Background: an optimization exercise with open tools, aiming at small area, a short achievable clock period and few clock cycles per item. Do not read the settings as production practice.
No functional check of the RTL was part of any run shown here.
No activity file was given, so power comes from the tool's default toggle rates.

==> flow/design.v, too long to show whole: its modules and the start of the top module <==
// module msp_front: 14 lines
// module msp_fa: 10 lines
// module msp_ha: 9 lines
// module msp_mul_t: 1462 lines
// module msp_mul_i: 689 lines
// module motor_speed_pid: 162 lines
module motor_speed_pid (
  input  logic                                  clk,
  input  logic                                  rst_n,
  input  logic                                  in_valid,
  output logic                                  in_stall,
  input  logic signed [msp_pkg::SPEED_BITS-1:0] in_speed_command,
  input  logic [msp_pkg::SPEED_BITS-1:0]        in_measured_speed,
  input  logic                                  in_restart,
  output logic                                  out_valid,
  input  logic                                  out_stall,
  output logic                                  out_direction,
  output logic [msp_pkg::DUTY_W-1:0]            out_duty,
  input  logic                                  psel,
  input  logic                                  penable,
  input  logic                                  pwrite,
  input  logic [3:0]                            paddr,
  input  logic [31:0]                           pwdata,
  output logic [31:0]                           prdata,
  output logic                                  pready
);
  // ...
==> flow/run.sh <==
#!/bin/bash
# synth_recipe.tcl (not shown) runs the flow's synth.tcl, then flattens the netlist and writes it again
# the make line also repeats each setting of config.mk as NAME=value (left out here)
make -C /OpenROAD-flow-scripts/flow DESIGN_CONFIG=/design/flow/config.mk WORK_HOME=/design/flow/orfs CLKGATE_MAP_FILE= SYNTH_SCRIPT=/design/flow/synth_recipe.tcl finish
==> flow/config.mk <==
export PLATFORM = sky130hd
export DESIGN_NAME = motor_speed_pid
export DESIGN_NICKNAME = motor_speed_pid
export VERILOG_FILES = /design/flow/design.v
export SDC_FILE = /design/flow/constraint.sdc
export NUM_CORES = 4
export LEC_CHECK = 0
export ABC_AREA = 1
export ABC_CLOCK_PERIOD_IN_PS = 4500
export CAP_MARGIN = 20
export CORE_MARGIN = 2
export CORE_UTILIZATION = 40
export SETUP_SLACK_MARGIN = 4.5
export SLEW_MARGIN = 20
==> flow/constraint.sdc <==
create_clock -name core_clock -period 9.0 [get_ports {clk}]
set_input_delay 1.8000 -clock core_clock [delete_from_list [all_inputs] [get_ports {clk}]]
set_output_delay 1.8000 -clock core_clock [all_outputs]
set_load 0.01 [all_outputs]
==> run notes, run 1 <==
outcome no timing/DRC/antenna violations; most frequent cells after synthesis 606 x inv_1, 475 x xor2_1, 463 x nand2_1; Post-Route WL ~110000 um; initial antenna violation count 1; GRT met1 Usage around a third; uppermost layer routed met4; Vias around 29k; max cap viols 0; Num Clock Sinks between 150 and 200; Setup CP Type reg2reg; GRT met2 Usage a little over two fifths; row count 100; buffers outside the clock class 480; clock network contribution to total cell area around 1.4%; WP buf/inv 6; Register-to-Register Path Depth 25; register area share after synthesis ~15%; Worst path depth 25; PD cells between 200 and 300 nW/um^2; R2R setup slack 2.97 ns; Placed Cells approximately 4.7k; worst-path maximum fanout 5; PnR worst setup slack just under 3 ns; multi-input logic area ~25000 um^2; main combinational cell family by area after synthesis adder cells; comb_multi_in about 2.8k; top power group combinational logic; largest net degree at the start of global routing 52; register area about 4700 um^2; synthesized area per cell 7.936 um^2; Sw Pwr roughly 0.0058 W; Post-CTS Resized around 660; root buffer cell clkbuf_16; wire length on met2 ~48000 um; simple-gate share of the synthesized area between 10 and 15%; die footprint 77840 um^2; xor/xnor share of the synthesized area roughly 15%; Placement Setup Slack between 1.5 and 2 ns; Req. time, crit path around 9.3 ns; worst slew pin tran approximately 0.9 ns; synth unique cells 71
==> inputs of run 2 (changes only) <==
--- a/flow/config.mk
+++ b/flow/config.mk
@@ -7,3 +7,2 @@
 export LEC_CHECK = 0
-export ABC_AREA = 1
 export ABC_CLOCK_PERIOD_IN_PS = 4500
==> run notes, run 2 <==
worst slew pin tran 1.062 ns (was 0.8953 ns); CTS Buf Count 17 (unchanged); first-pass GRT wire length 207100 um (was 160000 um); drt wl/cell 21.58 um (was 20.78 um); Synth area leader fa_1 (unchanged); switching share of power 48.71% (was 51.40%); Req. time, crit path 9.25 ns (was 9.29 ns); row count 111 (was 100); slowest CP cell fa_2 (was fa_1); VDD IR max 0.2132 mV (was 0.3493 mV); layout cells sized above 1 20.40% (was 25.84%); crit end category flip-flop (unchanged); core region area 91660 um^2 (was 74700 um^2); top cells by area, synth fa_1 18%, nand2_1 8.3%, edfxtp_1 8.0% (was fa_1 22%, xor2_1 14%, edfxtp_1 9.7%); Synth Instances 5176 (was 3812); FF+latch count, synth 181 (unchanged); Synthesized Nets 5772 (was 4408); Relative slew margins 29.18% (was 40.10%); Die Wd 308.2 um (was 279.0 um); crit path time final 6.830 ns (was 6.029 ns); leakage power 19.15 nW (was 18.93 nW); main flop type after synthesis edfxtp_1 (unchanged); aggregate global routing overflow 0 (unchanged); IO Pins 120 (unchanged); TNS Setup 0 ns (unchanged); Initial Utilization 40.38% (was 40.50%); clock buffer depth 2 (unchanged); DRC Markers 0 (unchanged); worst skew pair latency 0.51 ns (about the same); initial antenna violation count 4 (was 1); max cap viols 0 (unchanged); Fillers 8644 (was 6860); final core occ 50.38% (was 51.94%); combinational share of power 71.0% (was 80.7%); register area share after synthesis 12.44% (was 15.22%); PnR worst setup slack 2.170 ns (was 2.971 ns); H-tree depth 4 (unchanged); Clk pwr share 11.0% (was 6.6%); synthesized area per cell 7.150 um^2 (was 7.936 um^2); Placement Setup Slack 1.167 ns (was 1.647 ns); Sw Pwr 0.003327 W (was 0.005846 W); worst-path maximum fanout 7 (was 5); area share of the largest cell type after synthesis 17.58% (was 21.51%); RSZ-0062 raised after global routing true (unchanged); Slew Viols, Final 0 (unchanged); Final ANT Viol Nets 0 (unchanged); critical path's largest stage delay 0.64 ns (was 0.61 ns); Buffers on Ports 100 (unchanged); Most flops, register t2_r (unchanged); crit path launch kp_r[4]$_SDFFE_PN0P_ (was kp_r[3]$_SDFFE_PN0P_); die footprint 94970 um^2 (was 77840 um^2); Layout Nets 5867 (was 4701); drt first pass iters 7 (was 5); share of flip-flops with an asynchronous set or reset 0% (unchanged); period utilization 75.88% (was 66.99%); total track usage 27.95% (was 26.61%); CTS clk-pin slew, worst paths 0.08 ns (about the same); Worst EP arrival 7.08 ns (was 6.32 ns); number of global-route vias before repair 34.35k (was 27.82k); Hold Path Class reg2reg (unchanged); register share of total power 18.0% (was 12.8%); Area Growth Syn to Fin 24.78% (was 28.26%); most common cell after layout, fill and taps aside nand2_1 (was inv_1); Post-DP HPWL 94900 um (was 74720 um); Hold Fails Final Rpt 0 (unchanged); Worst path top cell family by delay adder cells (unchanged); synth unique cells 82 (was 71); Tot Pwr 0.006829 W (was 0.01137 W); max reg flops 34 (unchanged); CP Launch Type flip-flop (unchanged); commonest non-fill, non-tap cells in the layout 788 x nand2_1, 462 x a21oi_1, 446 x nor2_1 (was 535 x inv_1, 461 x xor2_1, 366 x nand2_1); cell mode on critical path fa_2 (was fa_1); mean number of vias per cell 5.996 (was 5.626); Hold Crit Start dir1_r$_DFFE_PN_ (was rs1_r$_DFFE_PN_); CTS tree yes (unchanged); final setup violation count 0 (unchanged); RR Startpoint kp_r[4]$_SDFFE_PN0P_ (was kp_r[3]$_SDFFE_PN0P_); fmax 146.4 MHz (was 165.9 MHz); Setup CP Type reg2reg (unchanged); Vias 38.81k (was 28.62k); largest net degree at the start of global routing 76 (was 52); RD Place Congestion 0.9325 (was 0.9127); root buffer cell clkbuf_16 (unchanged); die height 308.2 um (was 279.0 um); netlist area before placement 37010 um^2 (was 30250 um^2); PD cells 147.9 nW/um^2 (was 293.1 nW/um^2); WP buf/inv 4 (was 6); Post-Route WL 139600 um (was 105700 um); Worst Skew 0.01808 ns (was 0.02266 ns); CP Cell Sequence buf_8 > xor2_2 > and2_4 > a221oi_4 > fa_1 > fa_2 > fa_2 > inv_2 > fa_2 > fa_1 > inv_2 > fa_2 > ha_4 > a21o_1 > a21o_1 > a2111oi_4 > o21a_1 > o21ai_2 > o31a_1 > a211oi_4 > buf_6 > o21bai_1 > xor2_1; Pint 0.003503 W (was 0.005528 W); most frequent cells after synthesis 815 x nand2_1, 497 x a21oi_1, 467 x nor2_1 (was 606 x inv_1, 475 x xor2_1, 463 x nand2_1); Post-CTS Hold Buffers 0 (unchanged); EDFF count, synth 98 (unchanged); Num Clock Sinks 181 (unchanged); warning count from the yosys run 2 (unchanged); DR iter-0 viols 4518 (was 2851); cell with the most instances after synthesis nand2_1 (was inv_1); outcome no timing/DRC/antenna violations (unchanged)
run 2: per-stage QoR:
stage | hold slack [ns] | instances | cell area (um^2)
finish | 0.4261 | 6472 | 46180
CTS | 0.4251 | 6353 | 43960
detailed placement | 0.4062 | 6045 | 38860
floorplan | 0.4003 | 5176 | 37760
global route | 0.4356 | 6471 | 46180
global placement | 0.4014 | 6045 | 38860
run 2: metal layers:
metal	track usage [%]	wire length [um]	part of all wire (%)
met1	38.98	58150	42
met2	42.23	60080	43
met3	5.147	14140	10
met4	11.89	7251	5.2
met5	0	12	0.0086
run 2: path summary, 6_finish.rpt:
kind	end	slack (ns)	depth (start not counted)
setup / recovery	t2_r[27]$_DFFE_PN_	2.17	23
hold / removal	dir2_r$_DFFE_PN_	0.43	0
setup reg to reg	t2_r[27]$_DFFE_PN_	2.17	23
hold reg to reg	dir2_r$_DFFE_PN_	0.43	0
run 2: cell type report:
cell class | instances | area, um^2 | share of cell area, %
multi-input combinational | 4026 | 31010 | 67.14
timing repair buffer | 614 | 6741 | 14.60
sequential | 181 | 4733 | 10.25
inverter | 431 | 1643 | 3.558
tap | 1186 | 1484 | 3.213
clock buffer | 17 | 425.4 | 0.9212
clock inverter | 15 | 141.4 | 0.3062
antenna | 2 | 5.005 | 0.01084
run 2: worst reg2reg max path, stage by stage, from the launching register on:
cell and delay [ns]:
dfxtp_4 0.39, buf_8 0.15, xor2_2 0.18, and2_4 0.18, a221oi_4 0.27, fa_1 0.51
fa_2 0.54, fa_2 0.56, inv_2 0.04, fa_2 0.33, fa_1 0.53, inv_2 0.05
fa_2 0.64, ha_4 0.24, a21o_1 0.15, a21o_1 0.17, a2111oi_4 0.27, o21a_1 0.23
o21ai_2 0.09, o31a_1 0.31, a211oi_4 0.37, buf_6 0.16, o21bai_1 0.07, xor2_1 0.14
run 2: repair_timing:
item | CTS | global route
gates resized for setup | 736 | 291
pin swaps | 159 | 147
setup endpoints to repair | 105 | 98
cloned | 24 | 11
setup buffers | 252 | 106
run 2: logic make-up (layout without fill, tap and decap cells):
logic type | count (synthesis) | after routing | share of synthesized area (%)
DFF | 181 | 181 | 12.44
and+or+nand+nor | 1555 | 1562 | 17.44
AOI/OAI and AO/OA | 1598 | 1598 | 27.09
muxes | 49 | 49 | 1.356
other | 1 | 3 | 0.01013
buffers and inverters | 976 | 1077 | 10.08
adders and majority gates | 639 | 639 | 27.39
xor gates and xnor gates | 177 | 177 | 4.189
run 2: power by group through the flow:
stage | combinational, W | sequential, W | clock [W]
floorplan | 0.00262 | 0.00117 | 0
global placement | 0.00339 | 0.00138 | 0
detailed placement | 0.00342 | 0.00138 | 0
CTS | 0.00431 | 0.00123 | 0.000763
global route | 0.00519 | 0.00124 | 0.000792
finish | 0.00485 | 0.00123 | 0.000750

port drivers added, routing unchanged:
In the flow no input, the clock included, has a driving cell. The finished layouts below were timed again as built, in two steps. Step 1: set_driving_cell puts a clkbuf_16 on clk and a buf_2 on each other input, an assumption about the parent block. Step 2 adds t to the input delays and takes it off the output delays; t is the mean of the earliest and latest rising clock arrival at the registers after step 1. Input paths then give back, and output paths get back, about the clock's delay inside the block. a / b / c = ideal / step 1 / step 2; a / b = the first two.
| run | t (ns) | slack for setup (ns) | worst hold slack (ns) | latest minus earliest clock arrival (ns) | worst register clock-pin slew, ns |
|---|---|---|---|---|---|
| run 1 | 0.561 | 2.971 / 2.971 / 2.971 | 0.433 / 0.433 / 0.433 | 0.026 / 0.027 | 0.09 / 0.09 |
| run 2 | 0.562 | 2.170 / 2.170 / 2.170 | 0.426 / 0.426 / 0.426 | 0.018 / 0.019 | 0.08 / 0.08 |
After both steps every run listed still meets setup and hold.
